Context: an optimization exercise on an open-source flow, tuned for small area and few clock cycles. The choices shown serve that exercise and are no tape-out recipe. Where RTL was checked, it was by simulation tests only, not by an equivalence proof against the original. For runs 2 to 7, only the layout was checked, not whether the RTL still works. Power figures rest on the tool's default switching activity, not on a simulated workload.

--- run.sh ---
#!/bin/bash
# synth_recipe.tcl (not shown) runs the flow's synth.tcl, then flattens the netlist and writes it again
# the make line also repeats each setting of config.mk as NAME=value (left out here)
make -C /OpenROAD-flow-scripts/flow DESIGN_CONFIG=/design/flow/config.mk WORK_HOME=/design/flow/orfs CLKGATE_MAP_FILE= SYNTH_SCRIPT=/design/flow/synth_recipe.tcl finish
--- config.mk ---
export PLATFORM = sky130hd
export DESIGN_NAME = usb_tx_top
export DESIGN_NICKNAME = usb_tx_top
export VERILOG_FILES = /design/flow/design.v
export SDC_FILE = /design/flow/constraint.sdc
export NUM_CORES = 4
export LEC_CHECK = 0
export CAP_MARGIN = 20
export CORE_MARGIN = 2
export CORE_UTILIZATION = 40
export SLEW_MARGIN = 20
--- constraint.sdc ---
create_clock -name core_clock -period 10.0 [get_ports {clock}]
set_input_delay 2.0000 -clock core_clock [delete_from_list [all_inputs] [get_ports {clock}]]
set_output_delay 2.0000 -clock core_clock [all_outputs]
set_load 0.01 [all_outputs]
--- design.v ---
`default_nettype none
package usb_tx_pkg;
  typedef logic [7:0] host_byte_t;
  typedef struct packed {
    logic [3:0] check;
    logic [3:0] pid_type;
  } pid_fields_t;
  typedef union packed {
    logic [7:0]  raw;
    pid_fields_t f;
  } pid_t;
  typedef struct packed {
    logic [7:0] data;
    logic       last;   
    logic       pid;    
  } buf_entry_t;
  typedef struct packed {
    logic drive;   
    logic dp;
    logic dm;
  } line_t;
endpackage
`default_nettype wire
`timescale 1ns/1ps
`default_nettype none
module host_write_port (
  input  logic                   clock,
  input  logic                   reset,
  input  logic                   req,
  input  usb_tx_pkg::host_byte_t wdata,
  output logic                   ack,
  output logic                   pid_error,
  output logic                   wr_en,
  input  logic                   wr_slot,
  input  logic                   full,
  output logic                   hdr_v,      
  output logic                   hdr_done,   
  output logic [3:0]             hdr_type,
  output logic [5:0]             hdr_len,    
  input  logic                   hdr_take
);
  typedef enum logic [1:0] {PH_LEN, PH_PID, PH_DATA} phase_t;
  phase_t     phase;
  logic [5:0] rem;      
  logic       pid_ok;
  logic       pid_good;
  logic       last_in;
  logic       can;
  logic       accept;
  assign pid_good = (wdata[7:4] == ~wdata[3:0]);
  assign last_in  = (rem == 6'd1);
  assign hdr_done = !(phase == PH_DATA && pid_ok);
  always_comb begin
    case (phase)
      PH_LEN:  can = 1'b1;
      PH_PID:  can = !pid_good || !hdr_v || hdr_take;
      default: can = !pid_ok || (wr_slot && !full);
    endcase
  end
  assign accept = req && !ack && can;
  assign wr_en  = accept && phase == PH_DATA && pid_ok;
  always_ff @(posedge clock) begin
    if (reset) begin
      ack       <= 1'b0;
      pid_error <= 1'b0;
      phase     <= PH_LEN;
      rem       <= '0;
      pid_ok    <= 1'b0;
      hdr_v     <= 1'b0;
    end else begin
      pid_error <= 1'b0;
      if (hdr_take) hdr_v <= 1'b0;
      if (accept) begin
        ack <= 1'b1;
        rem <= rem - 6'd1;
        case (phase)
          PH_LEN: begin
            rem <= wdata[5:0];
            if (wdata[5:0] != '0) phase <= PH_PID;
          end
          PH_PID: begin
            pid_ok <= pid_good;
            if (pid_good) begin
              hdr_v    <= 1'b1;
              hdr_type <= wdata[3:0];
              hdr_len  <= rem - 6'd1;
            end
            if (last_in) begin
              phase     <= PH_LEN;
              pid_error <= !pid_good;
            end else begin
              phase <= PH_DATA;
            end
          end
          default: begin
            if (last_in) begin
              phase     <= PH_LEN;
              pid_error <= !pid_ok;
            end
          end
        endcase
      end else if (ack && !req) begin
        ack <= 1'b0;
      end
    end
  end
endmodule
`default_nettype wire
`timescale 1ns/1ps
`default_nettype none
module packet_buffer #(
  parameter int K = 31
) (
  input  logic       clock,
  input  logic       reset,
  input  logic       wr_en,
  input  logic [7:0] wdata,
  output logic       wr_slot,    
  input  logic       rd_en,
  output logic       rd_slot,    
  output logic [7:0] tap,
  output logic       full,
  output logic       empty
);
  logic [K*8-1:0] ring;
  logic [4:0]     ph;    
  logic [4:0]     wa;
  logic [4:0]     ra;
  logic           fl;
  logic [4:0]     wa_n;
  logic [4:0]     ra_n;
  assign wa_n = (wa >= 5'(K - 4)) ? wa - 5'(K - 4) : wa + 5'd4;
  assign ra_n = (ra >= 5'(K - 4)) ? ra - 5'(K - 4) : ra + 5'd4;
  assign tap     = ring[K*8-1 -: 8];
  assign wr_slot = (wa == ph);
  assign rd_slot = (ra == ph);
  assign empty   = (wa == ra) && !fl;
  assign full    = fl;
  always_ff @(posedge clock) begin
    ring <= {ring[K*8-9:0], wr_en ? wdata : tap};
  end
  always_ff @(posedge clock) begin
    if (reset) begin
      ph <= '0;
      wa <= '0;
      ra <= '0;
      fl <= 1'b0;
    end else begin
      ph <= (ph == 5'(K - 1)) ? '0 : ph + 5'd1;
      if (wr_en) wa <= wa_n;
      if (rd_en) ra <= ra_n;
      if (rd_en) fl <= 1'b0;
      else if (wr_en && wa_n == ra) fl <= 1'b1;
    end
  end
endmodule
`default_nettype wire
`timescale 1ns/1ps
`default_nettype none
module line_serializer (
  input  logic              clock,
  input  logic              reset,
  input  logic              hdr_v,
  input  logic              hdr_done,
  input  logic [3:0]        hdr_type,
  input  logic [5:0]        hdr_len,
  output logic              hdr_take,
  input  logic              rd_slot,
  input  logic              empty,
  input  logic [7:0]        tap,
  output logic              rd_en,
  output usb_tx_pkg::line_t line,
  output logic              busy
);
  typedef enum logic [3:0] {
    S_IDLE, S_SYNC, S_PID, S_DATA, S_CRCL, S_CRCH, S_EOP, S_SE0, S_JT, S_REL
  } state_t;
  state_t      state;
  logic [1:0]  cyc;
  logic        tick;
  logic [2:0]  ones;
  logic        stuff;
  logic [2:0]  bit_idx;
  logic [7:0]  sh;
  logic [7:0]  nx;
  logic        nxv;
  logic        lvl;
  logic        is_data;
  logic [5:0]  rem;
  logic [15:0] crc;
  logic        in_crc;
  logic        cur;
  logic        din;
  logic        se0;
  assign tick     = (cyc == 2'd3);
  assign stuff    = (ones == 3'd6);
  assign in_crc   = (state == S_CRCL) || (state == S_CRCH);
  assign cur      = (state == S_SYNC) ? (bit_idx == 3'd7) : in_crc ? ~crc[0] : sh[0];
  assign din      = in_crc ? crc[0] : sh[0];
  assign hdr_take = (state == S_IDLE) && hdr_v && hdr_done;
  assign rd_en    = !nxv && rd_slot && !empty;
  assign se0  = (state == S_SE0) || (state == S_JT);
  assign busy = (state != S_IDLE);
  assign line = {busy, busy && !se0 && lvl, busy && !se0 && !lvl};
  always_ff @(posedge clock) begin
    if (rd_en) nx <= tap;
  end
  always_ff @(posedge clock) begin
    if (reset) begin
      state <= S_IDLE;
      nxv   <= 1'b0;
    end else begin
      if (rd_en) nxv <= 1'b1;
      cyc <= cyc + 2'd1;
      if (state == S_IDLE) begin
        if (hdr_take) begin
          state   <= S_SYNC;
          cyc     <= '0;
          ones    <= '0;
          bit_idx <= '0;
          sh      <= {~hdr_type, hdr_type};
          is_data <= (hdr_type[1:0] == 2'b11);
          rem     <= hdr_len;
          crc     <= 16'hFFFF;
          lvl     <= 1'b1;
        end
      end else if (tick) begin
        case (state)
          S_SE0: state <= S_JT;
          S_JT: begin
            lvl   <= 1'b1;
            state <= S_REL;
          end
          S_REL: state <= S_IDLE;
          default: begin
            if (stuff) begin
              lvl  <= ~lvl;
              ones <= '0;
            end else if (state == S_EOP) begin
              state <= S_SE0;
            end else begin
              if (!cur) lvl <= ~lvl;
              ones <= cur ? ones + 3'd1 : '0;
              if (state == S_DATA || in_crc)
                crc <= {1'b0, crc[15:1]} ^ ((crc[0] ^ din) ? 16'hA001 : 16'h0000);
              if (state != S_SYNC) sh <= sh >> 1;
              bit_idx <= bit_idx + 3'd1;
              if (bit_idx == 3'd7) begin
                case (state)
                  S_SYNC: state <= S_PID;
                  S_PID, S_DATA: begin
                    if (rem != '0) begin
                      sh    <= nx;
                      nxv   <= 1'b0;
                      rem   <= rem - 6'd1;
                      state <= S_DATA;
                    end else if (is_data) begin
                      state <= S_CRCL;
                    end else begin
                      state <= S_EOP;
                    end
                  end
                  S_CRCL:  state <= S_CRCH;
                  default: state <= S_EOP;
                endcase
              end
            end
          end
        endcase
      end
    end
  end
endmodule
`default_nettype wire
`timescale 1ns/1ps
`default_nettype none
module usb_tx_top (
  input  logic                   clock,
  input  logic                   reset,
  input  logic                   req,
  input  usb_tx_pkg::host_byte_t wdata,
  output logic                   ack,
  output logic                   pid_error,
  output usb_tx_pkg::line_t      line,
  output logic                   busy
);
  logic       wr_en;
  logic       full;
  logic       empty;
  logic       wr_slot;
  logic       rd_slot;
  logic       rd_en;
  logic [7:0] tap;
  logic       hdr_v;
  logic       hdr_done;
  logic [3:0] hdr_type;
  logic [5:0] hdr_len;
  logic       hdr_take;
  host_write_port u_host_write_port (
    .clock     (clock),
    .reset     (reset),
    .req       (req),
    .wdata     (wdata),
    .ack       (ack),
    .pid_error (pid_error),
    .wr_en     (wr_en),
    .wr_slot   (wr_slot),
    .full      (full),
    .hdr_v     (hdr_v),
    .hdr_done  (hdr_done),
    .hdr_type  (hdr_type),
    .hdr_len   (hdr_len),
    .hdr_take  (hdr_take)
  );
  packet_buffer u_packet_buffer (
    .clock   (clock),
    .reset   (reset),
    .wr_en   (wr_en),
    .wdata   (wdata),
    .wr_slot (wr_slot),
    .rd_en   (rd_en),
    .rd_slot (rd_slot),
    .tap     (tap),
    .full    (full),
    .empty   (empty)
  );
  line_serializer u_line_serializer (
    .clock    (clock),
    .reset    (reset),
    .hdr_v    (hdr_v),
    .hdr_done (hdr_done),
    .hdr_type (hdr_type),
    .hdr_len  (hdr_len),
    .hdr_take (hdr_take),
    .rd_slot  (rd_slot),
    .empty    (empty),
    .tap      (tap),
    .rd_en    (rd_en),
    .line     (line),
    .busy     (busy)
  );
endmodule
`default_nettype wire
==> impl_metrics.py, run 1 <==
metrics = {
    "run_status": {
        "status": "no timing/DRC/antenna violations",
    },
    "timing": {
        "final.setup.tns_ns": 0,
        "min_period_ns": 4.593,
        "max_freq_mhz": 217.7,
        "final.setup.worst_slack_ns": 5.407,
        "worst-slew-pin-transition_ns": 1.050,
        "skew_ns": 0.01782,
        "min_period_over_period": 0.4593,
        "rsz0062_at_grt": "no",
        "max-slew-margin-rel": 0.2948,
        "hold_slack_ns": 0.3157,
        "hold_viol": 0,
        "setup_violations": 0,
        "drv_slew": 0,
    },
    "worst_setup_path": {
        "rrSetupSlack_ns": 6.91,
        "cp-start-kind": "flip-flop",
        "cp_data_required_time_ns": 8.00,
        "reg2regPathDepth": 6,
        "worstPathArrival_ns": 2.59,
        "crit_fanout": 35,
        "r2r-end": "u_line_serializer.rem[0]$_DFFE_PP_",
        "crit_path_end_kind": "output port",
        "r2r-start": "u_line_serializer.state[2]$_SDFFE_PP0P_",
        "worst-setup-path-type": "reg2out",
    },
    "grt": {
        "grt_max_degree": 36,
        "grt_antenna_before_repair": 0,
        "overflow": 0,
        "grt_pass1_wl_um": 25120,
        "grt_usage": 0.1188,
        "grt_pass1_vias": 4874,
    },
    "final_layout": {
        "ff_latch_area_sq_mm": 0.007367,
        "finalCoreUtilization": 0.4715,
        "synthToLayoutAreaGrowth_pct": 15.31,
        "nets": 792,
        "nFillCells": 2150,
        "multi_input_area_sq_mm": 0.002387,
        "drive_above_1_share": 0.1017,
        "antennaDiodeCount": 0,
    },
    "place": {
        "gp_congestion": 0.7982,
        "portBuffers": 16,
        "hpwlAfterDp_um": 9024,
        "pre_cts_ws_ns": 5.386,
    },
    "synth": {
        "yosysTopAreaCellShare": 0.5640,
        "synthTopCellsByArea": "dfxtp_1, edfxtp_1, ha_1, xnor2_1, xor2_1",
        "ys_warn_count": 3,
        "synthFlopType": "dfxtp_1",
        "syn_area_sq_mm": 0.009973,
        "avgSynthCellArea_sq_um": 13.53,
        "synth_top_cell_by_area": "dfxtp_1",
        "synth_edf_count": 58,
        "ys_types": 61,
        "synth_seq_cells": 339,
        "syn_nets": 765,
        "ys_seq_area_frac": 0.7387,
        "synth_cells": 737,
        "synthArstFlopShare": 0,
    },
    "routing": {
        "drtIter0Drc": 310,
        "avgRoutedWirePerCell_um": 13.48,
        "drt-pass1-iter-count": 4,
        "drt-total-wl_um": 14970,
        "via_per_inst": 4.547,
        "ant_nets": 0,
        "via_count": 5052,
        "drc_errors": 0,
    },
    "clock_tree": {
        "htreeDepth": 2,
        "numCtsBuffers": 34,
        "cts_num_sinks": 339,
        "clock_latency_ns": 0.52,
        "post-cts-setup-buffers": 0,
        "post_cts_resized": 0,
        "cts.reportedPaths.clkPinSlew_ns": 0.06,
        "cts_tree": "built",
        "clockBufferDepth": 3,
        "root_buffer": "clkbuf_16",
        "postCtsHoldBufs": 0,
    },
    "floorplanning": {
        "dieArea_sq_mm": 0.02621,
        "start_util": 0.4089,
        "rows": 57,
        "die_w_um": 161.9,
        "die_h_um": 161.9,
        "io_pins": 17,
        "placeableCoreArea_sq_mm": 0.02439,
    },
    "hold_path": {
        "whs_path_depth": 0,
        "hold_start": "u_packet_buffer.ring[226]$_DFF_P_",
        "hp-class": "reg2reg",
        "holdPathEnd": "u_packet_buffer.ring[234]$_DFF_P_",
    },
    "pwr": {
        "power_mw": 2.702,
        "irDropWorstVdd_mv": 0.1896,
        "p_per_area_mw_per_mm2": 235.0,
        "leakage_nw": 4.307,
    },
    "job": {
        "maxCapViolCount": 0,
    },
}
[layout by cell type, fill, tap and decap left out, types with 4 or more instances in the layout]
master / instances
a211oi_1: 5
a21oi_1: 26
a221oi_1: 4
and2_1: 8
and3b_1: 4
buf_4: 4
clkbuf_1: 6
clkbuf_16: 34
clkdlybuf4s50_1: 16
clkinv_2: 7
dfxtp_1: 281
edfxtp_1: 58
ha_1: 17
inv_1: 21
mux2_2: 8
mux2i_1: 8
nand2_1: 37
nand2b_1: 15
nand3_1: 13
nand4_1: 5
nor2_1: 30
nor2b_1: 6
nor3_1: 14
nor3b_1: 7
o2111ai_1: 4
o211ai_1: 6
o21ai_0: 26
o31ai_1: 6
or3_1: 9
or4_1: 5
xnor2_1: 22
xor2_1: 16
[metrics by stage]
step	std cells	instance area (sq um)
5_1_grt	1111	11500
6_report	1111	11500
4_1_cts	1111	11490
3_5_place_dp	1052	10420
3_3_place_gp	1052	10420
2_1_floorplan	737	9973
[power by group]
group | internal, mW | switching, mW | leakage (nW)
registers | 1.40 | 0.0162 | 2.76
logic | 0.0397 | 0.0593 | 1.03
clock network | 0.676 | 0.507 | 0.515
[cell families after synthesis]
kind of cell | count (synthesis) | synth area share
adder cells (fa/ha/maj) | 17 | 0.02133
flip-flops | 339 | 0.7387
XOR/XNOR | 40 | 0.03663
buffers and inverters | 51 | 0.02409
AND/OR/NAND/NOR | 170 | 0.09246
AO/OA/AOI/OAI | 104 | 0.06975
multiplexers | 16 | 0.01706
[worst max path at each step]
stage | cells past startpoint | slack, ns | end | startpoint
detailed placement | 6 | 5.39 | u_host_write_port.hdr_len[5]$_DFFE_PP_ | req
CTS | 4 | 5.35 | busy | u_line_serializer.state[2]$_SDFFE_PP0P_
floorplan | 5 | 5.94 | u_host_write_port.hdr_len[0]$_DFFE_PP_ | req
global placement | 6 | 5.46 | u_host_write_port.hdr_len[0]$_DFFE_PP_ | req
global route | 4 | 5.19 | line[2] | u_line_serializer.state[2]$_SDFFE_PP0P_
finish | 4 | 5.41 | busy | u_line_serializer.state[2]$_SDFFE_PP0P_
[cell type report]
type                    instances  area share
clock inverters                17     0.01447
flip-flops and latches        339      0.6406
repair buffers                 20     0.01654
inverters                      22    0.007181
multi-input cells             347      0.2076
clock buffers                  42     0.07834
well taps                     324     0.03525
[Yosys cell counts (3+ instances only)]
| master | number |
|---|---|
| mux2_2 | 8 |
| dfxtp_1 | 281 |
| o211a_1 | 3 |
| and3_1 | 3 |
| xnor2_1 | 22 |
| o2111ai_1 | 4 |
| o31ai_1 | 6 |
| or4_1 | 5 |
| buf_6 | 5 |
| mux2i_1 | 8 |
| nand3_1 | 13 |
| a221oi_1 | 4 |
| and2_1 | 8 |
| or3_1 | 9 |
| a21o_1 | 3 |
| nor2_1 | 30 |
| buf_2 | 6 |
| edfxtp_1 | 58 |
| nor3_1 | 14 |
| clkbuf_1 | 17 |
| nor2b_1 | 6 |
| nand2b_1 | 15 |
| ha_1 | 17 |
| a21oi_1 | 26 |
| and3b_1 | 4 |
| nor3b_1 | 7 |
| a211oi_1 | 5 |
| o21ai_0 | 26 |
| nand2_1 | 37 |
| xor2_1 | 16 |
| inv_1 | 21 |
| o211ai_1 | 6 |
| nand4_1 | 5 |
| nor4_1 | 4 |
[critical path: stages (launching register included)]
cell	delay (ns)
dfxtp_1	0.69
nor4_4	0.05
buf_4	0.22
inv_2	0.46
clkdlybuf4s50_1	0.65
[flip-flops by register name, indices dropped and copies added (netlist names), 2 cells and up]
signal	count
u_host_write_port.hdr_len	6
u_host_write_port.hdr_type	4
u_host_write_port.phase	2
u_host_write_port.rem	6
u_line_serializer.bit_idx	3
u_line_serializer.crc	16
u_line_serializer.cyc	2
u_line_serializer.nx	8
u_line_serializer.ones	3
u_line_serializer.rem	6
u_line_serializer.sh	8
u_line_serializer.state	4
u_packet_buffer.ph	5
u_packet_buffer.ra	5
u_packet_buffer.ring	248
u_packet_buffer.wa	5
[per-layer routing]
layer / vias up / global-route usage / wire, um
met4: 0 / 0.05109 / 419
met3: 42 / 0.02911 / 706
met2: 78 / 0.1675 / 6151
li1: 2616 / - / -
met1: 2316 / 0.1735 / 7696
met5: - / 0 / 0
Testbench counts, summed over its fixed seeds: cycles 130,410.
==> inputs of run 2 (changes only) <==
--- a/design.v
+++ b/design.v
@@ -38,3 +38,2 @@
   output logic [3:0]             hdr_type,
-  output logic [5:0]             hdr_len,    
   input  logic                   hdr_take
@@ -85,3 +84,2 @@
               hdr_type <= wdata[3:0];
-              hdr_len  <= rem - 6'd1;
             end
@@ -110,5 +108,3 @@
 `default_nettype none
-module packet_buffer #(
-  parameter int K = 31
-) (
+module packet_buffer (
   input  logic       clock,
@@ -118,4 +114,6 @@
   output logic       wr_slot,    
+  output logic [4:0] wa,
   input  logic       rd_en,
   output logic       rd_slot,    
+  output logic [4:0] ra,
   output logic [7:0] tap,
@@ -124,11 +122,10 @@
 );
+  localparam int K = 31;
   logic [K*8-1:0] ring;
   logic [4:0]     ph;    
-  logic [4:0]     wa;
-  logic [4:0]     ra;
-  logic           fl;
   logic [4:0]     wa_n;
   logic [4:0]     ra_n;
-  assign wa_n = (wa >= 5'(K - 4)) ? wa - 5'(K - 4) : wa + 5'd4;
-  assign ra_n = (ra >= 5'(K - 4)) ? ra - 5'(K - 4) : ra + 5'd4;
+  logic           fl;
+  assign wa_n = {wa[0], wa[4] ^ wa[2], wa[3] ^ wa[1], wa[2] ^ wa[0], wa[1] ^ wa[4] ^ wa[2]};
+  assign ra_n = {ra[0], ra[4] ^ ra[2], ra[3] ^ ra[1], ra[2] ^ ra[0], ra[1] ^ ra[4] ^ ra[2]};
   assign tap     = ring[K*8-1 -: 8];
@@ -143,8 +140,8 @@
     if (reset) begin
-      ph <= '0;
-      wa <= '0;
-      ra <= '0;
+      ph <= 5'd1;
+      wa <= 5'd1;
+      ra <= 5'd1;
       fl <= 1'b0;
     end else begin
-      ph <= (ph == 5'(K - 1)) ? '0 : ph + 5'd1;
+      ph <= {ph[3:0], ph[4] ^ ph[2]};
       if (wr_en) wa <= wa_n;
@@ -165,3 +162,4 @@
   input  logic [3:0]        hdr_type,
-  input  logic [5:0]        hdr_len,
+  input  logic [4:0]        wa,
+  input  logic [4:0]        ra,
   output logic              hdr_take,
@@ -169,2 +167,3 @@
   input  logic              empty,
+  input  logic              full,
   input  logic [7:0]        tap,
@@ -188,3 +187,4 @@
   logic        is_data;
-  logic [5:0]  rem;
+  logic [4:0]  fin;       
+  logic        fin_full;  
   logic [15:0] crc;
@@ -200,3 +200,3 @@
   assign hdr_take = (state == S_IDLE) && hdr_v && hdr_done;
-  assign rd_en    = !nxv && rd_slot && !empty;
+  assign rd_en    = !nxv && rd_slot && ((state == S_IDLE) ? !empty : (ra != fin || fin_full));
   assign se0  = (state == S_SE0) || (state == S_JT);
@@ -206,2 +206,3 @@
     if (rd_en) nx <= tap;
+    if (rd_en) fin_full <= 1'b0;
   end
@@ -222,3 +223,4 @@
           is_data <= (hdr_type[1:0] == 2'b11);
-          rem     <= hdr_len;
+          fin     <= wa;
+          fin_full <= full;
           crc     <= 16'hFFFF;
@@ -251,6 +253,5 @@
                   S_PID, S_DATA: begin
-                    if (rem != '0) begin
+                    if (nxv) begin
                       sh    <= nx;
                       nxv   <= 1'b0;
-                      rem   <= rem - 6'd1;
                       state <= S_DATA;
@@ -296,3 +297,4 @@
   logic [3:0] hdr_type;
-  logic [5:0] hdr_len;
+  logic [4:0] wa;
+  logic [4:0] ra;
   logic       hdr_take;
@@ -311,3 +313,2 @@
     .hdr_type  (hdr_type),
-    .hdr_len   (hdr_len),
     .hdr_take  (hdr_take)
@@ -320,4 +321,6 @@
     .wr_slot (wr_slot),
+    .wa      (wa),
     .rd_en   (rd_en),
     .rd_slot (rd_slot),
+    .ra      (ra),
     .tap     (tap),
@@ -332,3 +335,4 @@
     .hdr_type (hdr_type),
-    .hdr_len  (hdr_len),
+    .wa       (wa),
+    .ra       (ra),
     .hdr_take (hdr_take),
@@ -336,2 +340,3 @@
     .empty    (empty),
+    .full     (full),
     .tap      (tap),
--- a/config.mk
+++ b/config.mk
@@ -7,2 +7,3 @@
 export LEC_CHECK = 0
+export ABC_AREA = 1
 export CAP_MARGIN = 20
==> run 2 against run 1 <==
Still clean. Die area shrank 4.7%. Via count grew 1.7%. Critical path type unchanged. Combinational power grew 150%. Clock-buffer cell count shrank 4. Area after synthesis shrank 4.8%. Largest cell class unchanged.
==> impl_metrics.py, run 2 <==
metrics = {
    "floorplanning": {
        "start_util": 0.4057,
        "die_w_um": 158.1,
        "placeableCoreArea_sq_mm": 0.02340,
        "die_h_um": 158.1,
        "dieArea_sq_mm": 0.02498,
        "rows": 56,
        "io_pins": 17,
    },
    "worst_setup_path": {
        "cpLargestDelayFamily": "buffers and inverters",
        "path_buf_inv": 2,
        "cp_common_cell": "nand2_1",
        "crit_fanout": 5,
        "cp-start-kind": "flip-flop",
        "worst-setup-path-type": "reg2out",
        "critPathMaxStageDelay_ns": 0.56,
        "cp_slowest_cell": "clkdlybuf4s50_1",
        "worstPathArrival_ns": 2.16,
        "critical_path.cell_chain": "inv_2, nand2_2, nor2_1, nand2_1, nand2_1, nor3_1, clkdlybuf4s50_1",
        "cp_data_required_time_ns": 8.00,
        "crit_path_end_kind": "output port",
    },
    "final_layout": {
        "layout_commonest_cell": "dfxtp_1",
        "largest_reg_flops": 248,
        "reg_top3": "u_packet_buffer.ring x248, u_line_serializer.crc x16",
        "synthToLayoutAreaGrowth_pct": 16.62,
        "nFillCells": 2157,
        "finalCoreUtilization": 0.4731,
        "finalNonFillerCells": 1190,
        "drive_above_1_share": 0.1162,
        "max_flop_register": "u_packet_buffer.ring",
        "nets": 863,
        "final_cell_mix": "dfxtp_1, nand2_1, nor2_1",
    },
    "clock_tree": {
        "cts.reportedPaths.clkPinSlew_ns": 0.06,
        "numCtsBuffers": 30,
        "cts_num_sinks": 332,
        "clock_latency_ns": 0.56,
        "root_buffer": "clkbuf_16",
        "postCtsHoldBufs": 0,
        "htreeDepth": 1,
        "cts_tree": "built",
        "post_cts_resized": 0,
        "post-cts-setup-buffers": 0,
        "clockBufferDepth": 3,
    },
    "synth": {
        "syn_area_sq_mm": 0.009494,
        "ys_warn_count": 5,
        "synthArstFlopShare": 0,
        "synth_cells": 810,
        "ys_seq_area_frac": 0.7538,
        "synth_edf_count": 51,
        "synth_top_cell_by_area": "dfxtp_1",
        "yosysMostFrequentCell": "dfxtp_1",
        "avgSynthCellArea_sq_um": 11.72,
        "synthFlopType": "dfxtp_1",
        "ys_types": 40,
        "synthTopCellsByArea": "dfxtp_1, edfxtp_1, nand2_1, nor2_1, inv_1",
        "yosysTopAreaCellShare": 0.5925,
        "synth_seq_cells": 332,
        "syn_nets": 828,
        "ys_top_cells_by_count": "dfxtp_1, nand2_1, nor2_1",
    },
    "pwr": {
        "p_comb_frac": 0.085,
        "leakage_nw": 4.435,
        "p_per_area_mw_per_mm2": 258.1,
        "irDropWorstVdd_mv": 0.1610,
        "power.internal_mw": 2.188,
        "clkPwrFrac": 0.417,
        "p_sw_mw": 0.6690,
        "power_mw": 2.857,
        "p_seq_frac": 0.497,
        "sw_frac_of_total": 0.2341,
    },
    "grt": {
        "grt_pass1_wl_um": 24370,
        "overflow": 0,
        "grt_antenna_before_repair": 2,
        "grt_usage": 0.1208,
        "grt_pass1_vias": 4995,
        "grt_max_degree": 38,
    },
    "timing": {
        "final.setup.tns_ns": 0,
        "min_period_over_period": 0.4162,
        "max-slew-margin-rel": 0.3907,
        "hold_viol": 0,
        "min_period_ns": 4.162,
        "skew_ns": 0.009351,
        "final.setup.worst_slack_ns": 5.838,
        "drv_slew": 0,
        "setup_violations": 0,
        "max_freq_mhz": 240.3,
        "rsz0062_at_grt": "no",
        "worst-slew-pin-transition_ns": 0.9106,
    },
    "routing": {
        "avgRoutedWirePerCell_um": 12.13,
        "via_per_inst": 4.316,
        "drt-pass1-iter-count": 4,
        "via_count": 5136,
        "ant_nets": 0,
        "drc_errors": 0,
        "drtIter0Drc": 279,
        "drt-total-wl_um": 14430,
    },
    "place": {
        "portBuffers": 16,
        "placed_cells": 1132,
        "hpwlAfterDp_um": 8996,
        "gp_congestion": 0.8055,
        "pre_cts_ws_ns": 5.709,
    },
    "hold_path": {
        "hp-class": "reg2reg",
    },
    "run_status": {
        "status": "no timing/DRC/antenna violations",
    },
    "job": {
        "maxCapViolCount": 0,
    },
}
==> run 2: power groups by stage <==
stage / registers, mW / clock network, mW / logic, mW
after floorplan: 1.44 / 0 / 0.192
after global placement: 1.45 / 0 / 0.244
after detailed placement: 1.45 / 0 / 0.245
after CTS: 1.42 / 1.23 / 0.247
after global routing: 1.42 / 1.28 / 0.282
final: 1.42 / 1.19 / 0.244
==> run 2: final timing paths <==
kind                            depth (start not counted)                                end  slack (ns)                                    start
worst max-delay path                                    7                            line[0]        5.84  u_line_serializer.state[1]$_SDFFE_PP0P_
worst min-delay path                                    0   u_packet_buffer.ring[89]$_DFF_P_        0.32         u_packet_buffer.ring[81]$_DFF_P_
worst max register to register                         10  u_line_serializer.sh[4]$_DFFE_PP_        7.30  u_line_serializer.state[1]$_SDFFE_PP0P_
worst min register to register                          0   u_packet_buffer.ring[89]$_DFF_P_        0.32         u_packet_buffer.ring[81]$_DFF_P_
==> run 2: through the flow <==
stage                     area (sq um)  hold slack [ns]
after global routing             11070           0.3257
after detailed placement          9987           0.3121
final                            11070           0.3225
after global placement            9987           0.3099
after CTS                        11070           0.3236
after floorplan                   9494           0.3096
==> run 2: worst register-to-register path: cells and delay by family, from the launching register on <==
family | cells | cell delay [ns]
buffers and inverters | 2 | 0.45
and+or+nand+nor | 6 | 1.34
DFF | 1 | 0.36
AOI/OAI and AO/OA | 2 | 0.20
==> run 2: cell type report <==
cell class	instances	area, sq um	area share
antenna	2	5.005	0.0004520
clock buffer	38	830.8	0.07504
clock inverter	18	249.0	0.02249
inverter	64	242.7	0.02192
multi-input combinational	397	1998	0.1805
sequential	332	7157	0.6464
tap	319	399.1	0.03605
timing repair buffer	20	190.2	0.01718
==> run 2: logic make-up (layout without fill, tap and decap cells) <==
group,count (synthesis),after routing,synth area share
DFF,332,332,0.7538
and+or+nand+nor,287,287,0.1343
AOI/OAI and AO/OA,87,87,0.05219
buffers and inverters,81,140,0.03571
xor gates and xnor gates,16,16,0.01476
adders and majority gates,7,7,0.009225
other,0,2,0
==> run 2: per-layer routing <==
metal | part of all wire | up-vias | track usage
met5 | 0 | - | 0
met4 | 0.029 | 0 | 0.03818
met3 | 0.040 | 26 | 0.02902
met2 | 0.43 | 76 | 0.1896
met1 | 0.50 | 2348 | 0.1656
li1 | - | 2686 | -
==> inputs of run 3 (changes only) <==
--- a/config.mk
+++ b/config.mk
@@ -10,3 +10,4 @@
 export CORE_MARGIN = 2
-export CORE_UTILIZATION = 40
+export CORE_UTILIZATION = 60
+export CTS_BUF_LIST = sky130_fd_sc_hd__clkbuf_4 sky130_fd_sc_hd__clkbuf_8
 export SLEW_MARGIN = 20
==> run 3 against run 2 <==
Area after synthesis unchanged. Clock-buffer cell count up 34. Design area down 0.35%. Sequential share of layout area up 0.23 points. Critical path depth unchanged. Worst hold slack worse by 0.0096 ns. First-iteration DRC count up 27%. Global-route usage up 7.0 points. Clock skew up 0.0023 ns. Largest cell class unchanged. Highest routed layer unchanged.
==> impl_metrics.py, run 3 <==
metrics = {
    "final_layout": {
        "layout_commonest_cell": "dfxtp_1",
        "nets": 879,
        "synthToLayoutAreaGrowth_pct": 16.21,
        "largest_reg_flops": 248,
        "reg_top3": "u_packet_buffer.ring x248, u_line_serializer.crc x16",
        "max_flop_register": "u_packet_buffer.ring",
        "antennaDiodeCount": 0,
        "final_cell_mix": "dfxtp_1, nand2_1, nor2_1",
        "drive_above_1_share": 0.1492,
        "finalNonFillerCells": 1109,
    },
    "timing": {
        "min_period_over_period": 0.4191,
        "final.setup.tns_ns": 0,
        "worst-slew-pin-transition_ns": 0.9183,
        "max_freq_mhz": 238.6,
        "drv_slew": 0,
        "max-slew-margin-rel": 0.3855,
        "rsz0062_at_grt": "no",
        "setup_violations": 0,
        "hold_viol": 0,
        "skew_ns": 0.01170,
        "min_period_ns": 4.191,
    },
    "worst_setup_path": {
        "critPathMaxStageDelay_ns": 0.57,
        "critical_path.cell_chain": "inv_2, nand2_2, nor2_1, nand2_1, nand2_1, nor3_1, clkdlybuf4s50_1",
        "cp_common_cell": "nand2_1",
        "worst-setup-path-type": "reg2out",
        "worstPathArrival_ns": 2.19,
        "crit_path_end_kind": "output port",
        "cp-start-kind": "flip-flop",
        "cp_slowest_cell": "clkdlybuf4s50_1",
        "crit_fanout": 5,
        "cp_data_required_time_ns": 8.00,
    },
    "place": {
        "portBuffers": 16,
        "hpwlAfterDp_um": 9922,
        "gp_congestion": 0.8780,
        "placed_cells": 1023,
    },
    "synth": {
        "synth_seq_cells": 332,
        "ys_top_cells_by_count": "dfxtp_1, nand2_1, nor2_1",
        "avgSynthCellArea_sq_um": 11.72,
        "synth_top_cell_by_area": "dfxtp_1",
        "synthFlopType": "dfxtp_1",
        "yosysTopAreaCellShare": 0.5925,
        "synthArstFlopShare": 0,
        "syn_nets": 828,
        "synthTopCellsByArea": "dfxtp_1, edfxtp_1, nand2_1, nor2_1, inv_1",
        "ys_types": 40,
        "synth_edf_count": 51,
        "ys_warn_count": 5,
        "synth_cells": 810,
        "yosysMostFrequentCell": "dfxtp_1",
        "syn_area_sq_mm": 0.009494,
        "ys_seq_area_frac": 0.7538,
    },
    "routing": {
        "drt-total-wl_um": 15360,
        "ant_nets": 0,
        "via_count": 5414,
        "drtIter0Drc": 355,
        "avgRoutedWirePerCell_um": 13.85,
        "drc_errors": 0,
        "drt-pass1-iter-count": 4,
        "via_per_inst": 4.882,
    },
    "clock_tree": {
        "root_buffer": "clkbuf_8",
        "numCtsBuffers": 47,
        "cts_num_sinks": 332,
        "postCtsHoldBufs": 0,
        "cts.reportedPaths.clkPinSlew_ns": 0.07,
        "clockBufferDepth": 3,
        "post-cts-setup-buffers": 0,
        "clock_latency_ns": 0.54,
        "htreeDepth": 2,
        "cts_tree": "built",
        "post_cts_resized": 0,
    },
    "floorplanning": {
        "rows": 45,
        "dieArea_sq_mm": 0.01685,
        "placeableCoreArea_sq_mm": 0.01531,
        "start_util": 0.6199,
        "die_w_um": 129.8,
        "die_h_um": 129.8,
        "io_pins": 17,
    },
    "job": {
        "maxCapViolCount": 0,
    },
    "grt": {
        "grt_usage": 0.1910,
        "overflow": 0,
        "grt_antenna_before_repair": 0,
        "grt_pass1_wl_um": 25470,
        "grt_pass1_vias": 5372,
        "grt_max_degree": 38,
    },
    "run_status": {
        "status": "no timing/DRC/antenna violations",
    },
    "pwr": {
        "p_per_area_mw_per_mm2": 265.5,
        "power_mw": 2.929,
        "irDropWorstVdd_mv": 0.1920,
        "leakage_nw": 4.521,
    },
    "hold_path": {
        "hp-class": "reg2reg",
    },
}
[run 3: layout make-up]
class	instances	area, sq um
Clock buffer	72	928.4
Clock inverter	14	260.3
Fill cell	1050	4282
Inverter	64	242.7
Multi-Input combinational cell	397	1998
Sequential cell	332	7157
Tap cell	211	264.0
Timing Repair Buffer	19	182.7
[run 3: per-layer routing]
| layer | track usage | up-vias | share of wire |
|---|---|---|---|
| li1 | - | 2711 | - |
| met3 | 0.04428 | 35 | 0.047 |
| met1 | 0.2672 | 2534 | 0.48 |
| met2 | 0.2917 | 134 | 0.44 |
| met4 | 0.07590 | 0 | 0.024 |
| met5 | 0 | - | 0 |
[run 3: cells by family after synthesis]
kind of cell / count (synthesis) / synth area share
AO/OA/AOI/OAI: 87 / 0.05219
XOR/XNOR: 16 / 0.01476
adder cells (fa/ha/maj): 7 / 0.009225
buffers and inverters: 81 / 0.03571
flip-flops: 332 / 0.7538
AND/OR/NAND/NOR: 287 / 0.1343
[run 3: worst paths after layout]
| path | startpoint | to | slack (ns) | cells after the start |
|---|---|---|---|---|
| max | u_line_serializer.state[1]$_SDFFE_PP0P_ | line[0] | 5.81 | 7 |
| min reg2reg | u_packet_buffer.ring[64]$_DFF_P_ | u_packet_buffer.ring[72]$_DFF_P_ | 0.31 | 0 |
| min | u_packet_buffer.ring[64]$_DFF_P_ | u_packet_buffer.ring[72]$_DFF_P_ | 0.31 | 0 |
| max reg2reg | u_line_serializer.state[1]$_SDFFE_PP0P_ | u_line_serializer.sh[4]$_DFFE_PP_ | 7.26 | 10 |
[run 3: critical path: cells and delay by family (launching register included)]
kind                   cells  cell delay [ns]
buffers and inverters      2             0.66
DFF                        1             0.42
and+or+nand+nor            5             0.57
[run 3: power by group]
part	leakage [nW]	switching [mW]	internal [mW]
Sequential	2.70	0.0245	1.40
Clock	0.622	0.480	0.779
Combinational	1.20	0.160	0.0875
[run 3: through the flow]
stage	hold slack, ns	setup WS, ns	util	instance area, sq um
6_report	0.3129	5.809	0.7204	11030
3_3_place_gp	0.3115	5.805	0.6428	9844
5_1_grt	0.3219	5.706	0.7204	11030
2_1_floorplan	0.3096	6.413	-	9494
3_5_place_dp	0.3121	5.707	0.6428	9844
4_1_cts	0.3194	5.809	0.7204	11030
==> inputs of run 4 (changes only) <==
--- a/design.v
+++ b/design.v
@@ -127,3 +127,3 @@
   logic [4:0]     ra_n;
-  logic           fl;
+  logic           lw;    
   assign wa_n = {wa[0], wa[4] ^ wa[2], wa[3] ^ wa[1], wa[2] ^ wa[0], wa[1] ^ wa[4] ^ wa[2]};
@@ -133,4 +133,4 @@
   assign rd_slot = (ra == ph);
-  assign empty   = (wa == ra) && !fl;
-  assign full    = fl;
+  assign empty   = (wa == ra) && !lw;
+  assign full    = (wa == ra) && lw;
   always_ff @(posedge clock) begin
@@ -143,3 +143,3 @@
       ra <= 5'd1;
-      fl <= 1'b0;
+      lw <= 1'b0;
     end else begin
@@ -148,4 +148,3 @@
       if (rd_en) ra <= ra_n;
-      if (rd_en) fl <= 1'b0;
-      else if (wr_en && wa_n == ra) fl <= 1'b1;
+      if (wr_en != rd_en) lw <= wr_en;
     end
--- a/config.mk
+++ b/config.mk
@@ -10,4 +10,5 @@
 export CORE_MARGIN = 2
-export CORE_UTILIZATION = 60
-export CTS_BUF_LIST = sky130_fd_sc_hd__clkbuf_4 sky130_fd_sc_hd__clkbuf_8
+export CORE_UTILIZATION = 40
+export CTS_CLUSTER_DIAMETER = 80
+export CTS_CLUSTER_SIZE = 24
 export SLEW_MARGIN = 20
==> run 4 against run 3 <==
Critical path type is now in2reg. Sequential share of layout area is 4.8 points higher. Via count is 14% lower. Cell count is 2.7% lower.
==> impl_metrics.py, run 4 <==
metrics = {
    "timing": {
        "min_period_ns": 4.485,
        "rsz0062_at_grt": "no",
        "max-slew-margin-rel": 0.3921,
        "setup_violations": 0,
        "hold_viol": 0,
        "final.setup.tns_ns": 0,
        "final.setup.worst_slack_ns": 5.515,
        "max_freq_mhz": 223.0,
        "hold_slack_ns": 0.3245,
        "worst-slew-pin-transition_ns": 0.9086,
        "drv_slew": 0,
        "min_period_over_period": 0.4485,
        "skew_ns": 0.01990,
    },
    "synth": {
        "synthFlopType": "dfxtp_1",
        "synth_seq_cells": 332,
        "ys_warn_count": 5,
        "syn_area_sq_mm": 0.009299,
        "synthArstFlopShare": 0,
        "syn_nets": 783,
        "synth_top_cell_by_area": "dfxtp_1",
        "yosysTopAreaCellShare": 0.6050,
        "avgSynthCellArea_sq_um": 12.16,
        "yosysMostFrequentCell": "dfxtp_1",
        "synth_cells": 765,
        "ys_top_cells_by_count": "dfxtp_1, nand2_1, nor2_1",
        "ys_types": 33,
        "synth_edf_count": 51,
        "synthTopCellsByArea": "dfxtp_1, edfxtp_1, nand2_1, nor2_1, inv_1",
        "ys_seq_area_frac": 0.7696,
    },
    "worst_setup_path": {
        "worstPathArrival_ns": 4.62,
        "cp_data_required_time_ns": 10.13,
        "cp-start-kind": "input pin",
        "startpoint": "reset",
        "critical_path.cell_chain": "clkdlybuf4s50_1, inv_1, nand2_1, nor2_1, o21ai_0, nor2_1",
        "r2r-start": "u_line_serializer.state[3]$_SDFFE_PP0P_",
        "worst-setup-path-type": "in2reg",
        "cp_slowest_cell": "clkdlybuf4s50_1",
        "crit_fanout": 25,
        "crit_path_end_kind": "flip-flop",
        "critPathMaxStageDelay_ns": 0.73,
        "cp_common_cell": "nor2_1",
    },
    "final_layout": {
        "antennaDiodeCount": 0,
        "final_cell_mix": "dfxtp_1, nand2_1, nor2_1",
        "reg_top3": "u_packet_buffer.ring x248, u_line_serializer.crc x16",
        "nets": 805,
        "largest_reg_flops": 248,
        "max_flop_register": "u_packet_buffer.ring",
        "postLayoutCellArea_sq_mm": 0.01027,
        "layout_commonest_cell": "dfxtp_1",
        "nFillCells": 2060,
        "drive_above_1_share": 0.06423,
        "synthToLayoutAreaGrowth_pct": 10.50,
    },
    "clock_tree": {
        "postCtsHoldBufs": 0,
        "root_buffer": "clkbuf_16",
        "post-cts-setup-buffers": 0,
        "post_cts_resized": 0,
        "clock_latency_ns": 0.50,
        "clockBufferDepth": 3,
        "cts_num_sinks": 332,
        "numCtsBuffers": 18,
        "cts.reportedPaths.clkPinSlew_ns": 0.09,
        "htreeDepth": 1,
        "cts_tree": "built",
    },
    "routing": {
        "drt-pass1-iter-count": 4,
        "via_count": 4678,
        "drt-total-wl_um": 13070,
        "avgRoutedWirePerCell_um": 12.12,
        "via_per_inst": 4.335,
        "drc_errors": 0,
        "drtIter0Drc": 272,
        "ant_nets": 0,
    },
    "floorplanning": {
        "die_w_um": 156.5,
        "die_h_um": 156.5,
        "io_pins": 17,
        "start_util": 0.4095,
        "placeableCoreArea_sq_mm": 0.02271,
        "rows": 55,
        "dieArea_sq_mm": 0.02448,
    },
    "grt": {
        "grt_max_degree": 36,
        "grt_usage": 0.1120,
        "grt_antenna_before_repair": 0,
        "grt_pass1_wl_um": 22230,
        "grt_pass1_vias": 4472,
        "overflow": 0,
    },
    "place": {
        "portBuffers": 16,
        "hpwlAfterDp_um": 8286,
        "place_area_sq_mm": 0.009747,
        "pre_cts_ws_ns": 4.923,
        "gp_congestion": 0.8592,
    },
    "pwr": {
        "power_mw": 2.381,
        "irDropWorstVdd_mv": 0.1563,
        "leakage_nw": 4.027,
        "p_per_area_mw_per_mm2": 231.8,
    },
    "run_status": {
        "status": "no timing/DRC/antenna violations",
    },
    "job": {
        "maxCapViolCount": 0,
    },
    "hold_path": {
        "hp-class": "reg2reg",
        "hold_start": "u_packet_buffer.ring[178]$_DFF_P_",
    },
}
-- run 4: changes by cell type after synthesis, sizes merged, moves of 3 or more --
cell   delta
nand2    -25
o21ai     -6
buf       -3
xnor2     +6
nand4     -4
nor3      +3
nor2      -6
nand3    -10
-- run 4: metal layers --
| metal | wire [um] | track usage |
|---|---|---|
| met5 | 0 | 0 |
| met4 | 311 | 0.03277 |
| met3 | 542 | 0.02520 |
| met2 | 5428 | 0.1705 |
| met1 | 6790 | 0.1603 |
-- run 4: cell families (layout without fill, tap and decap cells) --
logic type | Yosys count | after routing | share of synthesized area
DFF | 332 | 332 | 0.7696
and+or+nand+nor | 244 | 244 | 0.1179
AOI/OAI and AO/OA | 79 | 79 | 0.04588
buffers and inverters | 79 | 108 | 0.03458
xor gates and xnor gates | 24 | 24 | 0.02260
adders and majority gates | 7 | 7 | 0.009418
-- run 4: final timing paths --
check / to / slack [ns] / cells past startpoint
worst max register to register: u_line_serializer.bit_idx[0]$_SDFFCE_PP0P_ / 7.39 / 9
worst min-delay path: u_packet_buffer.ring[186]$_DFF_P_ / 0.32 / 0
worst min register to register: u_packet_buffer.ring[186]$_DFF_P_ / 0.32 / 0
worst max-delay path: u_line_serializer.bit_idx[0]$_SDFFCE_PP0P_ / 5.51 / 6
-- run 4: worst max-delay path: cells and delay by family --
family / cells / cell delay (ns)
buffers and inverters: 2 / 1.45
and+or+nand+nor: 3 / 1.04
AOI/OAI and AO/OA: 1 / 0.11
-- run 4: cell type report --
type / count / area, sq um / share of cell area
repair buffers: 17 / 167.7 / 0.01632
flip-flops and latches: 332 / 7157 / 0.6965
multi-input cells: 354 / 1821 / 0.1772
well taps: 285 / 356.6 / 0.03471
clock inverters: 3 / 55.05 / 0.005358
clock buffers: 24 / 473.0 / 0.04603
inverters: 64 / 245.2 / 0.02387
-- run 4: stage by stage --
stage	cells	util
after floorplan	765	-
after global placement	1052	0.4292
after detailed placement	1052	0.4292
after CTS	1079	0.4525
after global routing	1079	0.4525
final	1079	0.4525
-- run 4: report_power, final --
group          total (mW)  internal [mW]  leakage (nW)  switching [mW]
sequential           1.43           1.39          2.69          0.0362
combinational       0.207         0.0797          1.08           0.127
clock               0.745          0.343         0.252           0.401
==> inputs of run 5 (changes only) <==
--- a/config.mk
+++ b/config.mk
@@ -12,3 +12,3 @@
 export CTS_CLUSTER_DIAMETER = 80
-export CTS_CLUSTER_SIZE = 24
+export CTS_CLUSTER_SIZE = 30
 export SLEW_MARGIN = 20
==> run 5 against run 4 <==
Synthesized cell count unchanged. First-iteration DRC count up 9.9%. Sequential power about the same. Clock skew up 0.0020 ns. Routed wire length down 0.37%. Combinational power about the same. Setup slack worse by 0.022 ns. Worst hold slack better by 0.0058 ns. Critical endpoint is now u_line_serializer.bit_idx[2]$_SDFFCE_PP0P_. Largest cell class unchanged. Largest power group unchanged. Highest routed layer unchanged.
==> impl_metrics.py, run 5 <==
metrics = {
    "run_status": {
        "status": "no timing/DRC/antenna violations",
    },
    "grt": {
        "met1_usage": 0.1608,
        "use_met3": 0.02686,
        "grt_pass1_vias": 4460,
        "grt_pass1_wl_um": 22110,
        "grt_most_used_layer": "met2",
        "use_met2": 0.1697,
        "grt_antenna_before_repair": 0,
        "grt_usage": 0.1113,
        "grt_max_degree": 36,
        "overflow": 0,
    },
    "synth": {
        "yosysMostFrequentCell": "dfxtp_1",
        "synthTopCellsByArea": "dfxtp_1, edfxtp_1, nand2_1, nor2_1, inv_1",
        "synth_top_cell_by_area": "dfxtp_1",
        "synth_seq_cells": 332,
        "avgSynthCellArea_sq_um": 12.16,
        "synth_edf_count": 51,
        "yosysTopAreaCellShare": 0.6050,
        "syn_nets": 783,
        "ys_types": 33,
        "ys_warn_count": 5,
        "ys_top_cells_by_count": "dfxtp_1, nand2_1, nor2_1",
        "syn_area_sq_mm": 0.009299,
        "synthArstFlopShare": 0,
        "synth_cells": 765,
        "synthFlopType": "dfxtp_1",
        "ys_seq_area_frac": 0.7696,
    },
    "final_layout": {
        "layout_commonest_cell": "dfxtp_1",
        "final_cell_mix": "dfxtp_1, nand2_1, nor2_1",
        "synthToLayoutAreaGrowth_pct": 9.500,
        "postLayoutCellArea_sq_mm": 0.01018,
        "nets": 802,
        "finalNonFillerCells": 1074,
        "max_flop_register": "u_packet_buffer.ring",
        "reg_top3": "u_packet_buffer.ring x248, u_line_serializer.crc x16",
        "largest_reg_flops": 248,
        "antennaDiodeCount": 0,
        "drive_above_1_share": 0.06210,
    },
    "floorplanning": {
        "die_w_um": 156.5,
        "placeableCoreArea_sq_mm": 0.02271,
        "dieArea_sq_mm": 0.02448,
        "start_util": 0.4095,
        "io_pins": 17,
        "die_h_um": 156.5,
        "rows": 55,
    },
    "timing": {
        "final.setup.tns_ns": 0,
        "final.setup.worst_slack_ns": 5.492,
        "drv_slew": 0,
        "rsz0062_at_grt": "no",
        "worst-slew-pin-transition_ns": 0.8889,
        "max-slew-margin-rel": 0.4052,
        "min_period_over_period": 0.4508,
        "setup_violations": 0,
        "skew_ns": 0.02193,
        "min_period_ns": 4.508,
        "hold_slack_ns": 0.3302,
        "max_freq_mhz": 221.8,
        "hold_viol": 0,
    },
    "place": {
        "placed_cells": 1052,
        "place_area_sq_mm": 0.009747,
        "portBuffers": 16,
        "gp_congestion": 0.8592,
        "hpwlAfterDp_um": 8286,
        "pre_cts_ws_ns": 4.923,
    },
    "hold_path": {
        "holdPathEnd": "u_packet_buffer.ring[9]$_DFF_P_",
        "hp-class": "reg2reg",
        "whs_path_depth": 0,
        "hold_start": "u_packet_buffer.ring[1]$_DFF_P_",
    },
    "pwr": {
        "leakage_nw": 3.987,
        "p_per_area_mw_per_mm2": 226.3,
        "irDropWorstVdd_mv": 0.1681,
    },
    "routing": {
        "drt-pass1-iter-count": 4,
        "drc_errors": 0,
        "avgRoutedWirePerCell_um": 12.13,
        "drt-total-wl_um": 13030,
        "drtIter0Drc": 299,
        "ant_nets": 0,
        "via_count": 4663,
        "via_per_inst": 4.342,
    },
    "clock_tree": {
        "cts_tree": "built",
        "clockBufferDepth": 3,
        "numCtsBuffers": 15,
        "post-cts-setup-buffers": 0,
        "cts_num_sinks": 332,
        "root_buffer": "clkbuf_16",
        "clock_latency_ns": 0.49,
        "cts.reportedPaths.clkPinSlew_ns": 0.10,
        "htreeDepth": 1,
        "post_cts_resized": 0,
        "postCtsHoldBufs": 0,
    },
    "worst_setup_path": {
        "r2r-start": "u_line_serializer.state[3]$_SDFFE_PP0P_",
        "cpLargestDelayFamily": "buffers and inverters",
        "cp_slowest_cell": "clkdlybuf4s50_1",
        "rrSetupSlack_ns": 7.39,
        "reg2regPathDepth": 9,
        "critPathMaxStageDelay_ns": 0.73,
        "cp_common_cell": "nor2_1",
        "crit_fanout": 25,
        "path_depth": 6,
        "cp-start-kind": "input pin",
        "r2r-end": "u_line_serializer.bit_idx[2]$_SDFFCE_PP0P_",
        "critical_path.cell_chain": "clkdlybuf4s50_1, inv_1, nand2_1, nor2_1, o21ai_0, nor2_1",
        "crit_path_end_kind": "flip-flop",
        "worstPathArrival_ns": 4.61,
        "startpoint": "reset",
        "worst-setup-path-type": "in2reg",
        "cp_data_required_time_ns": 10.10,
        "path_buf_inv": 2,
    },
    "job": {
        "maxCapViolCount": 0,
    },
}
## run 5: cell counts after synthesis
Identical to the previous run, type by type.
## run 5: worst max-delay path by stage
stage / end
floorplan: u_line_serializer.crc[0]$_SDFFCE_PP1P_
global placement: u_line_serializer.sh[3]$_DFFE_PP_
detailed placement: u_line_serializer.sh[3]$_DFFE_PP_
CTS: u_line_serializer.sh[1]$_DFFE_PP_
global route: u_line_serializer.bit_idx[2]$_SDFFCE_PP0P_
finish: u_line_serializer.bit_idx[2]$_SDFFCE_PP0P_
## run 5: final cells by class
cell class | count | area (sq um)
well taps | 285 | 356.6
clock inverters | 4 | 48.80
multi-input cells | 354 | 1821
inverters | 64 | 245.2
flip-flops and latches | 332 | 7157
fillers | 2061 | 12530
clock buffers | 18 | 386.6
repair buffers | 17 | 167.7
## run 5: through the flow
stage	power, mW	utilization
after floorplan	1.617	-
after global placement	1.670	0.4292
after detailed placement	1.671	0.4292
after CTS	2.335	0.4484
after global routing	2.421	0.4484
final	2.305	0.4484
## run 5: worst reg2reg max path, delay by kind of cell, from the launching register on
| kind | cells | cell delay (ns) |
|---|---|---|
| compound gates | 1 | 0.11 |
| buf+inv | 1 | 0.22 |
| flops | 1 | 0.39 |
| simple gates | 7 | 1.50 |
## run 5: logic make-up (layout without fill, tap and decap cells)
kind of cell / after synthesis / after routing / share of synthesized area
simple gates: 244 / 244 / 0.1179
fa+ha+maj: 7 / 7 / 0.009418
buf+inv: 79 / 103 / 0.03458
xor+xnor: 24 / 24 / 0.02260
flops: 332 / 332 / 0.7696
compound gates: 79 / 79 / 0.04588
## run 5: power breakdown
part	total (mW)	internal, mW	switching [mW]
Combinational	0.207	0.0797	0.127
Sequential	1.43	1.39	0.0367
Clock	0.667	0.286	0.381
Total	2.30	1.76	0.545
## run 5: routing by layer
metal / part of all wire / up-vias
met5: 0 / -
met4: 0.013 / 0
met3: 0.047 / 14
met2: 0.42 / 70
met1: 0.52 / 2115
li1: - / 2464
==> inputs of run 6 (changes only) <==
--- a/design.v
+++ b/design.v
@@ -37,3 +37,2 @@
   output logic                   hdr_done,   
-  output logic [3:0]             hdr_type,
   input  logic                   hdr_take
@@ -54,3 +53,3 @@
       PH_LEN:  can = 1'b1;
-      PH_PID:  can = !pid_good || !hdr_v || hdr_take;
+      PH_PID:  can = !pid_good || ((!hdr_v || hdr_take) && wr_slot && !full);
       default: can = !pid_ok || (wr_slot && !full);
@@ -59,3 +58,3 @@
   assign accept = req && !ack && can;
-  assign wr_en  = accept && phase == PH_DATA && pid_ok;
+  assign wr_en  = accept && ((phase == PH_DATA && pid_ok) || (phase == PH_PID && pid_good));
   always_ff @(posedge clock) begin
@@ -81,6 +80,3 @@
             pid_ok <= pid_good;
-            if (pid_good) begin
-              hdr_v    <= 1'b1;
-              hdr_type <= wdata[3:0];
-            end
+            if (pid_good) hdr_v <= 1'b1;
             if (last_in) begin
@@ -160,3 +156,2 @@
   input  logic              hdr_done,
-  input  logic [3:0]        hdr_type,
   input  logic [4:0]        wa,
@@ -184,2 +179,3 @@
   logic        nxv;
+  logic        shv;       
   logic        lvl;
@@ -211,4 +207,10 @@
       nxv   <= 1'b0;
+      shv   <= 1'b0;
     end else begin
       if (rd_en) nxv <= 1'b1;
+      if ((state == S_IDLE || state == S_SYNC) && !shv && nxv) begin
+        sh  <= nx;
+        shv <= 1'b1;
+        nxv <= 1'b0;
+      end
       cyc <= cyc + 2'd1;
@@ -220,4 +222,2 @@
           bit_idx <= '0;
-          sh      <= {~hdr_type, hdr_type};
-          is_data <= (hdr_type[1:0] == 2'b11);
           fin     <= wa;
@@ -250,3 +250,7 @@
                 case (state)
-                  S_SYNC: state <= S_PID;
+                  S_SYNC: begin
+                    shv     <= 1'b0;
+                    is_data <= (sh[1:0] == 2'b11);
+                    state   <= S_PID;
+                  end
                   S_PID, S_DATA: begin
@@ -295,3 +299,2 @@
   logic       hdr_done;
-  logic [3:0] hdr_type;
   logic [4:0] wa;
@@ -311,3 +314,2 @@
     .hdr_done  (hdr_done),
-    .hdr_type  (hdr_type),
     .hdr_take  (hdr_take)
@@ -333,3 +335,2 @@
     .hdr_done (hdr_done),
-    .hdr_type (hdr_type),
     .wa       (wa),
--- a/config.mk
+++ b/config.mk
@@ -10,5 +10,5 @@
 export CORE_MARGIN = 2
-export CORE_UTILIZATION = 40
+export CORE_UTILIZATION = 65
 export CTS_CLUSTER_DIAMETER = 80
-export CTS_CLUSTER_SIZE = 30
+export CTS_CLUSTER_SIZE = 36
 export SLEW_MARGIN = 20
==> run 6 against run 5 <==
Synthesized cell count rose by 1.8%. Setup slack got worse by 0.14 ns. First-iteration DRC count rose by 16%. Area after synthesis rose by 1.3%. Power fell by 0.20%. Clock power rose by 4.3%. Worst hold slack improved by 0.0035 ns. Design area fell by 0.45%. Clock-buffer cell count rose by 1. Largest power group unchanged.
==> impl_metrics.py, run 6 <==
metrics = {
    "worst_setup_path": {
        "reg2regPathDepth": 7,
        "worst-setup-path-type": "in2reg",
        "crit_fanout": 32,
        "rrSetupSlack_ns": 7.34,
        "worstPathArrival_ns": 4.79,
        "cp_data_required_time_ns": 10.14,
        "r2r-end": "u_line_serializer.crc[5]$_SDFFCE_PN1P_",
        "cp-start-kind": "input pin",
        "r2r-start": "u_line_serializer.state[3]$_SDFFE_PP0P_",
        "crit_path_end_kind": "flip-flop",
    },
    "final_layout": {
        "synthToLayoutAreaGrowth_pct": 7.555,
        "nFillCells": 1007,
        "max_flop_register": "u_packet_buffer.ring",
        "final_cell_mix": "dfxtp_1, nand2_1, nor2_1",
        "finalCoreUtilization": 0.7054,
        "reg_top3": "u_packet_buffer.ring x248, u_line_serializer.crc x16",
        "postLayoutCellArea_sq_mm": 0.01014,
        "layout_commonest_cell": "dfxtp_1",
        "nets": 810,
        "finalNonFillerCells": 982,
        "drive_above_1_share": 0.07769,
        "antennaDiodeCount": 0,
        "largest_reg_flops": 248,
    },
    "clock_tree": {
        "cts.reportedPaths.clkPinSlew_ns": 0.12,
        "numCtsBuffers": 14,
        "cts_tree": "built",
        "cts_num_sinks": 329,
        "postCtsHoldBufs": 0,
        "post-cts-setup-buffers": 0,
        "root_buffer": "clkbuf_16",
        "clockBufferDepth": 3,
        "post_cts_resized": 0,
        "clock_latency_ns": 0.50,
        "htreeDepth": 1,
    },
    "routing": {
        "drc_errors": 0,
        "via_per_inst": 5.047,
        "ant_nets": 0,
        "drtIter0Drc": 347,
        "drt-pass1-iter-count": 5,
        "drt-total-wl_um": 14180,
        "via_count": 4956,
        "avgRoutedWirePerCell_um": 14.44,
    },
    "place": {
        "pre_cts_ws_ns": 4.811,
        "placed_cells": 960,
        "portBuffers": 16,
        "place_area_sq_mm": 0.009676,
        "hpwlAfterDp_um": 9258,
        "gp_congestion": 0.8624,
    },
    "synth": {
        "avgSynthCellArea_sq_um": 12.10,
        "synthArstFlopShare": 0,
        "syn_area_sq_mm": 0.009424,
        "synthTopCellsByArea": "dfxtp_1, edfxtp_1, nand2_1, nor2_1, inv_1",
        "syn_nets": 797,
        "synth_seq_cells": 329,
        "ys_warn_count": 5,
        "ys_types": 42,
        "synth_edf_count": 47,
        "ys_seq_area_frac": 0.7488,
        "yosysTopAreaCellShare": 0.5990,
        "synthFlopType": "dfxtp_1",
        "synth_top_cell_by_area": "dfxtp_1",
        "yosysMostFrequentCell": "dfxtp_1",
        "synth_cells": 779,
        "ys_top_cells_by_count": "dfxtp_1, nand2_1, nor2_1",
    },
    "floorplanning": {
        "rows": 44,
        "start_util": 0.6559,
        "placeableCoreArea_sq_mm": 0.01437,
        "die_h_um": 124.4,
        "dieArea_sq_mm": 0.01548,
        "io_pins": 17,
        "die_w_um": 124.4,
    },
    "grt": {
        "grt_antenna_before_repair": 0,
        "grt_pass1_vias": 4859,
        "overflow": 0,
        "grt_pass1_wl_um": 23760,
        "grt_max_degree": 38,
        "grt_usage": 0.1882,
    },
    "run_status": {
        "status": "no timing/DRC/antenna violations",
    },
    "timing": {
        "skew_ns": 0.03777,
        "hold_viol": 0,
        "drv_slew": 0,
        "min_period_over_period": 0.4650,
        "min_period_ns": 4.650,
        "max_freq_mhz": 215.0,
        "max-slew-margin-rel": 0.3096,
        "setup_violations": 0,
        "worst-slew-pin-transition_ns": 1.035,
        "final.setup.worst_slack_ns": 5.350,
        "rsz0062_at_grt": "no",
        "final.setup.tns_ns": 0,
    },
    "hold_path": {
        "whs_path_depth": 0,
        "holdPathEnd": "u_packet_buffer.ring[214]$_DFF_P_",
        "hp-class": "reg2reg",
        "hold_start": "u_packet_buffer.ring[206]$_DFF_P_",
    },
    "job": {
        "maxCapViolCount": 0,
    },
    "pwr": {
        "p_per_area_mw_per_mm2": 226.9,
        "leakage_nw": 3.963,
        "irDropWorstVdd_mv": 0.1885,
    },
}
-- run 6: layout make-up --
cell class | count | area (sq um) | area share
clock buffers | 19 | 390.4 | 0.03851
clock inverters | 3 | 70.07 | 0.006913
inverters | 69 | 264.0 | 0.02605
multi-input cells | 362 | 1964 | 0.1938
flip-flops and latches | 329 | 7057 | 0.6962
well taps | 184 | 230.2 | 0.02271
repair buffers | 16 | 160.2 | 0.01580
-- run 6: metrics by stage --
stage	hold slack (ns)	total power, mW
5_1_grt	0.3376	2.391
2_1_floorplan	0.3096	1.588
3_3_place_gp	0.3118	1.625
4_1_cts	0.3386	2.311
6_report	0.3337	2.300
3_5_place_dp	0.3121	1.633
-- run 6: worst max path at each step --
| stage | start | slack [ns] | end | depth (start not counted) |
|---|---|---|---|---|
| after floorplan | reset | 6.54 | u_line_serializer.crc[0]$_SDFFCE_PN1P_ | 5 |
| after global placement | reset | 4.93 | u_line_serializer.crc[8]$_SDFFCE_PN1P_ | 5 |
| after global routing | reset | 5.11 | u_line_serializer.crc[10]$_SDFFCE_PN1P_ | 5 |
| after CTS | reset | 5.34 | u_line_serializer.crc[5]$_SDFFCE_PN1P_ | 5 |
| final | reset | 5.35 | u_line_serializer.crc[5]$_SDFFCE_PN1P_ | 5 |
| after detailed placement | reset | 4.81 | u_line_serializer.crc[5]$_SDFFCE_PN1P_ | 5 |
-- run 6: cell families after synthesis --
group / count (synthesis) / synth area share
DFF: 329 / 0.7488
buffers and inverters: 88 / 0.04275
and+or+nand+nor: 237 / 0.1170
xor gates and xnor gates: 26 / 0.02416
adders and majority gates: 7 / 0.009293
AOI/OAI and AO/OA: 92 / 0.05802
-- run 6: worst max-delay path, cell delays in order --
cell	delay (ns)
clkdlybuf4s50_1	0.73
inv_1	0.92
nand3_1	0.14
a21oi_1	0.36
o21a_1	0.63
-- run 6: layer usage --
metal	track usage	vias up	share of wire
li1	-	2522	-
met1	0.2656	2336	0.48
met4	0.05750	0	0.024
met3	0.02792	22	0.034
met2	0.3054	76	0.46
met5	0	-	0
-- run 6: report_power, final --
group | switching (mW) | internal [mW]
sequential | 0.0305 | 1.39
clock | 0.400 | 0.296
combinational | 0.114 | 0.0670
total | 0.545 | 1.75
==> inputs of run 7 (changes only) <==
--- a/config.mk
+++ b/config.mk
@@ -10,5 +10,5 @@
 export CORE_MARGIN = 2
-export CORE_UTILIZATION = 65
+export CORE_UTILIZATION = 40
 export CTS_CLUSTER_DIAMETER = 80
-export CTS_CLUSTER_SIZE = 36
+export CTS_CLUSTER_SIZE = 30
 export SLEW_MARGIN = 20
==> run 7 against run 6 <==
Combinational power barely moved. Global-route usage fell by 7.1 points. Die area rose by 60%. Sequential power barely moved. First-iteration DRC count fell by 17%. Power rose by 1.4%. Routed wire length fell by 4.0%. Worst hold slack got worse by 0.026 ns. Clock power rose by 4.9%. Area after synthesis did not move. Still clean on timing, DRC and antenna. Cell count rose by 14%. Largest cell class unchanged. Clock skew fell by 0.014 ns.
==> impl_metrics.py, run 7 <==
metrics = {
    "run_status": {
        "status": "no timing/DRC/antenna violations",
    },
    "routing": {
        "via_per_inst": 4.421,
        "drt-total-wl_um": 13610,
        "avgRoutedWirePerCell_um": 12.16,
        "via_count": 4947,
        "drtIter0Drc": 288,
    },
    "worst_setup_path": {
        "worst-setup-path-type": "in2reg",
        "critical_path.cell_chain": "clkdlybuf4s50_1, clkinv_1, nand3_1, a21oi_1, o21a_1",
        "crit_fanout": 32,
        "worstPathArrival_ns": 4.93,
        "critPathMaxStageDelay_ns": 1.07,
        "crit_path_end_kind": "flip-flop",
        "reg2regPathDepth": 7,
        "rrSetupSlack_ns": 7.40,
        "r2r-end": "u_line_serializer.crc[1]$_SDFFCE_PN1P_",
        "r2r-start": "u_line_serializer.state[3]$_SDFFE_PP0P_",
    },
    "floorplanning": {
        "start_util": 0.4039,
        "io_pins": 17,
    },
    "place": {
        "gp_congestion": 0.8839,
        "hpwlAfterDp_um": 8836,
        "portBuffers": 16,
    },
    "grt": {
        "grt_antenna_before_repair": 0,
        "overflow": 0,
        "grt_max_degree": 33,
    },
    "final_layout": {
        "largest_reg_flops": 248,
        "multi_input_area_sq_mm": 0.001964,
        "final_cell_mix": "dfxtp_1, nand2_1, nor2_1",
        "nets": 812,
    },
    "clock_tree": {
        "clock_latency_ns": 0.49,
        "cts_num_sinks": 329,
        "post_cts_resized": 0,
    },
    "synth": {
        "ys_top_cells_by_count": "dfxtp_1, nand2_1, nor2_1",
        "syn_area_sq_mm": 0.009424,
        "synth_seq_cells": 329,
        "yosysTopAreaCellShare": 0.5990,
        "yosysMostFrequentCell": "dfxtp_1",
        "ys_warn_count": 5,
        "synth_top_cell_by_area": "dfxtp_1",
        "ys_types": 42,
    },
    "timing": {
        "skew_ns": 0.02349,
        "hold_viol": 0,
        "setup_violations": 0,
        "max-slew-margin-rel": 0.3044,
        "max_freq_mhz": 209.5,
    },
    "hold_path": {
        "hp-class": "reg2reg",
        "hold_start": "u_packet_buffer.ring[76]$_DFF_P_",
    },
    "pwr": {
        "power_mw": 2.331,
        "irDropWorstVdd_mv": 0.1592,
    },
    "job": {
        "maxCapViolCount": 0,
    },
}
[run 7: cell counts after synthesis]
No cell type changed its count.
[run 7: worst max path at each step]
stage | from | cells after the start | slack (ns) | endpoint
after detailed placement | reset | 5 | 4.61 | u_line_serializer.crc[11]$_SDFFCE_PN1P_
after floorplan | reset | 5 | 6.54 | u_line_serializer.crc[0]$_SDFFCE_PN1P_
after CTS | reset | 5 | 5.15 | u_line_serializer.crc[11]$_SDFFCE_PN1P_
after global routing | reset | 5 | 4.94 | u_line_serializer.crc[2]$_SDFFCE_PN1P_
after global placement | reset | 5 | 4.67 | u_line_serializer.crc[11]$_SDFFCE_PN1P_
final | reset | 5 | 5.23 | u_line_serializer.crc[1]$_SDFFCE_PN1P_
[run 7: area by class of cell]
type                            count  area share
Clock inverter                      4    0.006889
Inverter                           69     0.02550
Timing Repair Buffer               16     0.01547
Multi-Input combinational cell    362      0.1898
Sequential cell                   329      0.6817
Clock buffer                       20     0.04218
Tap cell                          319     0.03855
[run 7: layer usage]
metal,global-route usage,vias up,part of all wire,routed length [um]
met5,0,-,0,0
met4,0.03636,0,0.023,308
met3,0.01982,25,0.050,682
met2,0.1711,84,0.41,5542
met1,0.1762,2307,0.52,7079
li1,-,2531,-,-
[run 7: worst max-delay path: cells and delay by family]
family,cells,cell delay (ns)
and+or+nand+nor,1,0.36
AOI/OAI and AO/OA,2,0.51
buffers and inverters,2,2.05
[run 7: cells by family after synthesis]
| group | synth area share |
|---|---|
| DFF | 0.7488 |
| and+or+nand+nor | 0.1170 |
| AOI/OAI and AO/OA | 0.05802 |
| buffers and inverters | 0.04275 |
| xor gates and xnor gates | 0.02416 |
| adders and majority gates | 0.009293 |
[run 7: where the power goes]
group / switching, mW / leakage (nW) / internal [mW] / total (mW)
Sequential: 0.0290 / 2.68 / 1.39 / 1.42
Combinational: 0.113 / 1.06 / 0.0669 / 0.180
Clock: 0.403 / 0.244 / 0.328 / 0.730
Total: 0.545 / 3.98 / 1.79 / 2.33
[run 7: per-stage QoR]
| step | instances | setup slack [ns] | hold WS, ns | util |
|---|---|---|---|---|
| floorplan | 779 | 6.545 | 0.3096 | - |
| CTS | 1119 | 5.154 | 0.3075 | 0.4437 |
| finish | 1119 | 5.226 | 0.3077 | 0.4437 |
| detailed placement | 1095 | 4.607 | 0.3121 | 0.4219 |
| global placement | 1095 | 4.669 | 0.3099 | 0.4219 |
| global route | 1119 | 4.937 | 0.3030 | 0.4437 |
